From an optimization exercise on the open Yosys and OpenROAD flow, aimed at small area, a short achievable clock period and few clock cycles; shortcuts taken in it are not production practice.

// quad_photodiode_stepper_centering
module quad_photodiode_stepper_centering (
    input  logic                              aclk,
    input  logic                              aresetn,
    input  logic                              s_tvalid,
    output logic                              s_tready,
    input  logic [qpsc_pkg::IN_DATA_W-1:0]    s_tdata,   
    input  logic                              s_tuser,   
    output logic                              m_tvalid,
    input  logic                              m_tready,
    output logic [qpsc_pkg::OUT_DATA_W-1:0]   m_tdata,   
    input  logic                              cfg_we,
    input  logic [qpsc_pkg::CFG_IDX_W-1:0]    cfg_index,
    input  logic [qpsc_pkg::CFG_W-1:0]        cfg_wdata
);
export LEC_CHECK = 0
export CAP_MARGIN = 20
export CORE_MARGIN = 2
export CORE_UTILIZATION = 40
export SLEW_MARGIN = 60
export SYNTH_HIERARCHICAL = 1
export SYNTH_MINIMUM_KEEP_SIZE = 0
create_clock -name core_clock -period 12.5 [get_ports {aclk}]
run.sh (not shown) runs the stock make flow with config.mk's settings and CLKGATE_MAP_FILE= SYNTH_SCRIPT=/design/flow/synth_recipe.tcl, a recipe that flattens the netlist after the stock synthesis.
Rerun with:
--- a/flow/design.v
+++ b/flow/design.v
@@ -689,37 +689,32 @@
     always_ff @(posedge aclk) begin
         for (int k = 0; k < 8; k++) begin
             hi_one[k]  <= !hi_over && booth_one(band_hi17, k);
             hi_two[k]  <= hi_over ? (k == 7) : booth_two(band_hi17, k);
             hi_negn[k] <= hi_over || !band_hi17[2*k+1];
             lo_one[k]  <= !lo_under && booth_one(band_lo17, k);
             lo_two[k]  <= lo_under ? (k == 7) : booth_two(band_lo17, k);
             lo_negn[k] <= lo_under || band_lo17[2*k+1];
         end
     end
     logic                s0_valid;
     logic                s0_start;
-    logic [6:0]          s0_bd_lo, s0_bd_hi, s0_ac_lo, s0_ac_hi;    
     logic [SB:0]         s0_bd, s0_ac;
     logic [SB-1:0]       qa, qb, qc, qd;
     assign {qd, qc, qb, qa} = s_tdata[4*SB-1:0];
     always_ff @(posedge aclk) begin
         s0_start <= s_tuser;
-        s0_bd_lo <= {1'b0, qb[5:0]}  + {1'b0, qd[5:0]};
-        s0_bd_hi <= {1'b0, qb[11:6]} + {1'b0, qd[11:6]};
-        s0_ac_lo <= {1'b0, qa[5:0]}  + {1'b0, qc[5:0]};
-        s0_ac_hi <= {1'b0, qa[11:6]} + {1'b0, qc[11:6]};
+        s0_bd    <= {1'b0, qb} + {1'b0, qd};
+        s0_ac    <= {1'b0, qa} + {1'b0, qc};
     end
-    assign s0_bd = {s0_bd_hi, 6'b0} + 13'(s0_bd_lo);
-    assign s0_ac = {s0_ac_hi, 6'b0} + 13'(s0_ac_lo);
     logic                s1_valid;
     logic                s1_start;
     logic [13:0]         s1_sum;
     logic signed [14:0]  s1_diff;
     always_ff @(posedge aclk) begin
         s1_start <= s0_start;
         s1_sum   <= {1'b0, s0_bd} + {1'b0, s0_ac};
         s1_diff  <= {2'b00, s0_bd} - {2'b00, s0_ac};
     end
     logic       s2_valid, s2_start, s2_nobeam, s2_hi, s2_lo;
     logic [7:0] ev_hi_part, ev_lo_part, s2_hi_part, s2_lo_part;
     qpsc_eval u_eval (
@@ -747,56 +742,49 @@
     logic [1:0] q_wptr, q_rptr;
     logic [2:0] q_count;              
     logic [3:0] s2_tok, head;
     logic       head_valid, fire;
     logic       out_valid_reg;
     logic       ready_reg;
     logic       take;
     logic [2:0] flight;               
     assign s2_tok     = {s2_start, s2_nobeam, s2_hi, s2_lo};
     assign head       = (q_count != 3'd0) ? q[q_rptr] : s2_tok;
     assign head_valid = (q_count != 3'd0) || s2_valid;
     assign fire       = head_valid && (!out_valid_reg || m_tready);
-    logic [2:0] q_count_inc, q_count_dec;
-    assign q_count_inc = q_count + 3'(s2_valid);
-    assign q_count_dec = q_count + 3'(s2_valid) - 3'd1;
     assign s_tready = ready_reg;
     assign take     = s_tvalid && ready_reg;
     always_ff @(posedge aclk) begin
         if (s2_valid)
             q[q_wptr] <= s2_tok;
     end
     always_ff @(posedge aclk) begin
         if (!aresetn) begin
             s0_valid      <= 1'b0;
             s1_valid      <= 1'b0;
             s2_valid      <= 1'b0;
             q_wptr        <= 2'd0;
             q_rptr        <= 2'd0;
             q_count       <= 3'd0;
             flight        <= 3'd0;
             ready_reg     <= 1'b0;
             out_valid_reg <= 1'b0;
         end else begin
             s0_valid      <= take;
             s1_valid      <= s0_valid;
             s2_valid      <= s1_valid;
             q_wptr        <= q_wptr + 2'(s2_valid);
             q_rptr        <= q_rptr + 2'(fire);
-            q_count       <= fire ? q_count_dec : q_count_inc;
-            case ({take, fire})
-                2'b10:   flight <= flight + 3'd1;
-                2'b01:   flight <= flight - 3'd1;
-                default: flight <= flight;
-            endcase
+            q_count       <= q_count + 3'(s2_valid) - 3'(fire);
+            flight        <= flight + 3'(take) - 3'(fire);
             case ({take, fire})
                 2'b10:   ready_reg <= (flight <= 3'(QN - 2));
                 2'b01:   ready_reg <= 1'b1;
                 default: ready_reg <= (flight <= 3'(QN - 1));
             endcase
             out_valid_reg <= fire || (out_valid_reg && !m_tready);
         end
     end
     qpsc_pkg::qpsc_result_t result;
     qpsc_seq u_seq (
         .aclk        (aclk),
         .rst         (rst_late),
=> Critical path depth went up by 1; clock-buffer cell count went down by 1; cell count went down by about 0.8%; wire length went up by about 3.4%; worst setup slack gets worse by 330 ps; synthesized cell count went down by about 1%; via count went up by 0.80%; synthesized area is about the same; global-route usage went up by 0.76 points; die area is about the same; non-clock buffer count went down by 4.
No functional check of the RTL was part of any run of this note.

Another version of the RTL of quad_photodiode_stepper_centering (not shown whole).
Size in the first run: about 98 I/O pins, ~0.024 sq mm of cells after synthesis.
==> module quad_photodiode_stepper_centering, before the edit <==
module quad_photodiode_stepper_centering (
    input  logic                              aclk,
    input  logic                              aresetn,
    input  logic                              s_tvalid,
    output logic                              s_tready,
    input  logic [qpsc_pkg::IN_DATA_W-1:0]    s_tdata,   
    input  logic                              s_tuser,   
    output logic                              m_tvalid,
    input  logic                              m_tready,
    output logic [qpsc_pkg::OUT_DATA_W-1:0]   m_tdata,   
    input  logic                              cfg_we,
    input  logic [qpsc_pkg::CFG_IDX_W-1:0]    cfg_index,
    input  logic [qpsc_pkg::CFG_W-1:0]        cfg_wdata
);
    localparam int SB = qpsc_pkg::SAMPLE_BITS;
    function automatic logic booth_one(input logic [16:0] w, input int k);
        booth_one = w[2*k] ^ ((k == 0) ? 1'b0 : w[2*k-1]);
    endfunction
    function automatic logic booth_two(input logic [16:0] w, input int k);
        logic b0;
        b0 = (k == 0) ? 1'b0 : w[2*k-1];
        booth_two = (w[2*k+1] && !w[2*k] && !b0) || (!w[2*k+1] && w[2*k] && b0);
    endfunction
    logic [qpsc_pkg::STEPS_W-1:0]  init_budget_reg;    
    logic [qpsc_pkg::TGT_W-1:0]    target_reg;
    logic [qpsc_pkg::TOL_W-1:0]    tol_reg;
    logic [qpsc_pkg::MOVES_W-1:0]  max_moves_reg;
    logic [qpsc_pkg::STEPS_W-1:0]  wr_budget;
    always_comb begin
        if (cfg_wdata[qpsc_pkg::STEPS_W-1:0] == '0)
            wr_budget = qpsc_pkg::STEPS_W'(1);
        else if (cfg_wdata[qpsc_pkg::STEPS_W-1:0] > qpsc_pkg::BUDGET_MAX)
            wr_budget = qpsc_pkg::BUDGET_MAX;
        else
            wr_budget = cfg_wdata[qpsc_pkg::STEPS_W-1:0];
    end
    always_ff @(posedge aclk) begin
        if (!aresetn) begin
            init_budget_reg <= qpsc_pkg::INIT_STEPS_RST;
            target_reg      <= qpsc_pkg::TARGET_RST;
            tol_reg         <= qpsc_pkg::TOL_RST;
            max_moves_reg   <= qpsc_pkg::MAX_MOVES_RST;
        end else if (cfg_we) begin
            case (cfg_index)
                qpsc_pkg::CFG_INITIAL_STEPS: init_budget_reg <= wr_budget;
                qpsc_pkg::CFG_TARGET:        target_reg      <= cfg_wdata[qpsc_pkg::TGT_W-1:0];
                qpsc_pkg::CFG_TOLERANCE:     tol_reg         <= cfg_wdata[qpsc_pkg::TOL_W-1:0];
                qpsc_pkg::CFG_MAX_MOVES:     max_moves_reg   <= cfg_wdata[qpsc_pkg::MOVES_W-1:0];
                default: ;
            endcase
        end
    end
    logic [16:0] band_hi17, band_lo17;
    logic [7:0]  hi_one, hi_two, hi_negn, lo_one, lo_two, lo_negn;
    logic        hi_over, lo_under;
    assign band_hi17 = {target_reg[15], target_reg} + {2'b00, tol_reg};
    assign band_lo17 = {target_reg[15], target_reg} - {2'b00, tol_reg};
    always_ff @(posedge aclk) begin
        for (int k = 0; k < 8; k++) begin
            hi_one[k]  <= booth_one(band_hi17, k);
            hi_two[k]  <= booth_two(band_hi17, k);
            hi_negn[k] <= !band_hi17[2*k+1];
            lo_one[k]  <= booth_one(band_lo17, k);
            lo_two[k]  <= booth_two(band_lo17, k);
            lo_negn[k] <= band_lo17[2*k+1];       
        end
        hi_over  <= !band_hi17[16] && band_hi17[15];
        lo_under <= band_lo17[16] && !band_lo17[15];
    end
    logic                s0_valid;
    logic                s0_start;
    logic [SB:0]         s0_bd, s0_ac;
    logic [SB-1:0]       qa, qb, qc, qd;
    assign {qd, qc, qb, qa} = s_tdata[4*SB-1:0];
    always_ff @(posedge aclk) begin
        s0_start <= s_tuser;
        s0_bd    <= {1'b0, qb} + {1'b0, qd};
        s0_ac    <= {1'b0, qa} + {1'b0, qc};
    end
    logic                s1_valid;
    logic                s1_start;
    logic [13:0]         s1_sum;
    logic signed [14:0]  s1_diff;
    always_ff @(posedge aclk) begin
        s1_start <= s0_start;
        s1_sum   <= {1'b0, s0_bd} + {1'b0, s0_ac};
        s1_diff  <= {2'b00, s0_bd} - {2'b00, s0_ac};
    end
    logic s2_valid, s2_start, s2_nobeam, s2_hi, s2_lo;
    logic ev_hi, ev_lo;
    qpsc_eval u_eval (
        .sum     (s1_sum),
        .diff    (s1_diff),
        .hi_one   (hi_one),
        .hi_two   (hi_two),
        .hi_negn  (hi_negn),
        .hi_over  (hi_over),
        .lo_one   (lo_one),
        .lo_two   (lo_two),
        .lo_negn  (lo_negn),
        .lo_under (lo_under),
        .hi      (ev_hi),
        .lo      (ev_lo)
    );
    always_ff @(posedge aclk) begin
        s2_start  <= s1_start;
        s2_nobeam <= (s1_sum == '0);
        s2_hi     <= ev_hi;
        s2_lo     <= ev_lo;
    end
    localparam int QN = 4;            
    logic [3:0] q [QN];               
    logic [2:0] q_count, q_count_next, q_wr;
    logic [3:0] s2_tok, head;
    logic       head_valid, fire, push, pop;
    logic       out_valid_reg;
    logic       ready_reg;
    logic       take;
    assign s2_tok     = {s2_start, s2_nobeam, s2_hi, s2_lo};
    assign head       = (q_count != 3'd0) ? q[0] : s2_tok;
    assign head_valid = (q_count != 3'd0) || s2_valid;
    assign fire       = head_valid && (!out_valid_reg || m_tready);
    assign pop        = fire && (q_count != 3'd0);
    assign push       = s2_valid && !(fire && (q_count == 3'd0));
    assign q_count_next = q_count + 3'(push) - 3'(pop);
    assign q_wr       = q_count - 3'(pop);
    assign s_tready = ready_reg;
    assign take     = s_tvalid && ready_reg;
    always_ff @(posedge aclk) begin
        for (int i = 0; i < QN; i++) begin
            if (push && (q_wr == 3'(i)))
                q[i] <= s2_tok;
            else if (pop && (i < QN - 1))
                q[i] <= q[(i < QN - 1) ? i + 1 : i];
        end
    end
    always_ff @(posedge aclk) begin
        if (!aresetn) begin
            s0_valid      <= 1'b0;
            s1_valid      <= 1'b0;
            s2_valid      <= 1'b0;
            q_count       <= 3'd0;
            ready_reg     <= 1'b0;
            out_valid_reg <= 1'b0;
        end else begin
            s0_valid      <= take;
            s1_valid      <= s0_valid;
            s2_valid      <= s1_valid;
            q_count       <= q_count_next;
            ready_reg     <= (3'(take) + 3'(s0_valid) + 3'(s1_valid) + q_count_next < 3'(QN));
            out_valid_reg <= fire || (out_valid_reg && !m_tready);
        end
    end
    qpsc_pkg::qpsc_result_t result;
    qpsc_seq u_seq (
        .aclk        (aclk),
        .aresetn     (aresetn),
        .fire        (fire),
        .start_req   (head[3]),
        .no_beam     (head[2]),
        .hi          (head[1]),
        .lo          (head[0]),
        .init_budget (init_budget_reg),
        .max_moves   (max_moves_reg),
        .result      (result)
    );
    assign m_tvalid = out_valid_reg;
    assign m_tdata  = qpsc_pkg::OUT_DATA_W'({result.status, result.step_budget,
                                             result.turn_reverse, result.coil_pattern});
endmodule
Settings: LEC_CHECK=0, CAP_MARGIN=20, CORE_MARGIN=2, CORE_UTILIZATION=40, SLEW_MARGIN=20, SYNTH_HIERARCHICAL=1, SYNTH_MINIMUM_KEEP_SIZE=0; clock period 12.5 ns.
Edit:
--- a/flow/design.v
+++ b/flow/design.v
@@ -610,30 +610,22 @@
             lo_two[k]  <= booth_two(band_lo17, k);
             lo_negn[k] <= band_lo17[2*k+1];       
         end
         hi_over  <= !band_hi17[16] && band_hi17[15];
         lo_under <= band_lo17[16] && !band_lo17[15];
     end
-    logic                s0_valid;
-    logic                s0_start;
-    logic [SB:0]         s0_bd, s0_ac;
-    logic [SB-1:0]       qa, qb, qc, qd;
-    assign {qd, qc, qb, qa} = s_tdata[4*SB-1:0];
-    always_ff @(posedge aclk) begin
-        s0_start <= s_tuser;
-        s0_bd    <= {1'b0, qb} + {1'b0, qd};
-        s0_ac    <= {1'b0, qa} + {1'b0, qc};
-    end
     logic                s1_valid;
     logic                s1_start;
     logic [13:0]         s1_sum;
     logic signed [14:0]  s1_diff;
+    logic [SB-1:0]       qa, qb, qc, qd;
+    assign {qd, qc, qb, qa} = s_tdata[4*SB-1:0];
     always_ff @(posedge aclk) begin
-        s1_start <= s0_start;
-        s1_sum   <= {1'b0, s0_bd} + {1'b0, s0_ac};
-        s1_diff  <= {2'b00, s0_bd} - {2'b00, s0_ac};
+        s1_start <= s_tuser;
+        s1_sum   <= 14'(qa) + 14'(qb) + 14'(qc) + 14'(qd);
+        s1_diff  <= 15'(qb) + 15'(qd) - 15'(qa) - 15'(qc);
     end
     logic s2_valid, s2_start, s2_nobeam, s2_hi, s2_lo;
     logic ev_hi, ev_lo;
     qpsc_eval u_eval (
         .sum     (s1_sum),
         .diff    (s1_diff),
@@ -651,52 +643,53 @@
     always_ff @(posedge aclk) begin
         s2_start  <= s1_start;
         s2_nobeam <= (s1_sum == '0);
         s2_hi     <= ev_hi;
         s2_lo     <= ev_lo;
     end
-    localparam int QN = 4;            
-    logic [3:0] q [QN];               
-    logic [2:0] q_count, q_count_next, q_wr;
+    logic [3:0] q0, q1, q2;           
+    logic [1:0] q_count, q_count_next;
     logic [3:0] s2_tok, head;
     logic       head_valid, fire, push, pop;
     logic       out_valid_reg;
     logic       ready_reg;
     logic       take;
     assign s2_tok     = {s2_start, s2_nobeam, s2_hi, s2_lo};
-    assign head       = (q_count != 3'd0) ? q[0] : s2_tok;
-    assign head_valid = (q_count != 3'd0) || s2_valid;
+    assign head       = (q_count != 2'd0) ? q0 : s2_tok;
+    assign head_valid = (q_count != 2'd0) || s2_valid;
     assign fire       = head_valid && (!out_valid_reg || m_tready);
-    assign pop        = fire && (q_count != 3'd0);
-    assign push       = s2_valid && !(fire && (q_count == 3'd0));
-    assign q_count_next = q_count + 3'(push) - 3'(pop);
-    assign q_wr       = q_count - 3'(pop);
+    assign pop        = fire && (q_count != 2'd0);
+    assign push       = s2_valid && !(fire && (q_count == 2'd0));
+    assign q_count_next = q_count + 2'(push) - 2'(pop);
     assign s_tready = ready_reg;
     assign take     = s_tvalid && ready_reg;
     always_ff @(posedge aclk) begin
-        for (int i = 0; i < QN; i++) begin
-            if (push && (q_wr == 3'(i)))
-                q[i] <= s2_tok;
-            else if (pop && (i < QN - 1))
-                q[i] <= q[(i < QN - 1) ? i + 1 : i];
+        if (pop) begin
+            q0 <= q1;
+            q1 <= q2;
+        end
+        if (push) begin
+            case (q_count - 2'(pop))
+                2'd0:    q0 <= s2_tok;
+                2'd1:    q1 <= s2_tok;
+                default: q2 <= s2_tok;
+            endcase
         end
     end
     always_ff @(posedge aclk) begin
         if (!aresetn) begin
-            s0_valid      <= 1'b0;
             s1_valid      <= 1'b0;
             s2_valid      <= 1'b0;
-            q_count       <= 3'd0;
+            q_count       <= 2'd0;
             ready_reg     <= 1'b0;
             out_valid_reg <= 1'b0;
         end else begin
-            s0_valid      <= take;
-            s1_valid      <= s0_valid;
+            s1_valid      <= take;
             s2_valid      <= s1_valid;
             q_count       <= q_count_next;
-            ready_reg     <= (3'(take) + 3'(s0_valid) + 3'(s1_valid) + q_count_next < 3'(QN));
+            ready_reg     <= (3'(take) + 3'(s1_valid) + 3'(q_count_next) < 3'd3);
             out_valid_reg <= fire || (out_valid_reg && !m_tready);
         end
     end
     qpsc_pkg::qpsc_result_t result;
     qpsc_seq u_seq (
         .aclk        (aclk),
Design area came out lower by 1.9%.
Utilization barely changes.
Clock-buffer cell count went down by 12.
Wire length rose by 0.47%.
Worst hold slack barely changes.
Via count fell by 0.49%.
Cell count stays flat.
Sequential share of layout area went down by 2.5 points.
Fmax shrinks by 13%.
No run of this note included a check of the RTL's function; only the layout flow was run.

==> re-timing with driven ports <==
In the flow no input, the clock included, has a driving cell. The finished layouts below were timed again as built, in two steps. Step 1 (the two cells are an assumption about what drives the block):
set clk [get_ports {aclk}]
set_driving_cell -lib_cell sky130_fd_sc_hd__clkbuf_16 $clk
set_driving_cell -lib_cell sky130_fd_sc_hd__buf_2 [delete_from_list [all_inputs] $clk]
Step 2 moves the port delays by t, midway between the first and last clock arrival at a register: inputs arrive t later, outputs are due t later. That takes back most of the time a late clock gives input paths. Slacks: ideal ports / drivers / drivers and shift; pairs: ideal ports / drivers.
run | t (ns) | setup slack, ns | worst hold slack (ns)
the first run of note 1 | 0.586 | 8.185 / 8.211 / 7.625 | 0.323 / 0.323 / 0.323
the second run of note 1 | 0.586 | 7.858 / 7.894 / 7.308 | 0.326 / 0.326 / 0.326
the first run of note 2 | 0.645 | 7.260 / 7.260 / 7.103 | 0.331 / 0.331 / 0.331
the second run of note 2 | 0.609 | 6.485 / 6.519 / 5.910 | 0.332 / 0.332 / 0.332
After both steps setup and hold are still met in every run listed. For the second run of note 2, which loses most, drivers alone change the setup slack by +0.034 ns; drivers and shift together by -0.575 ns.
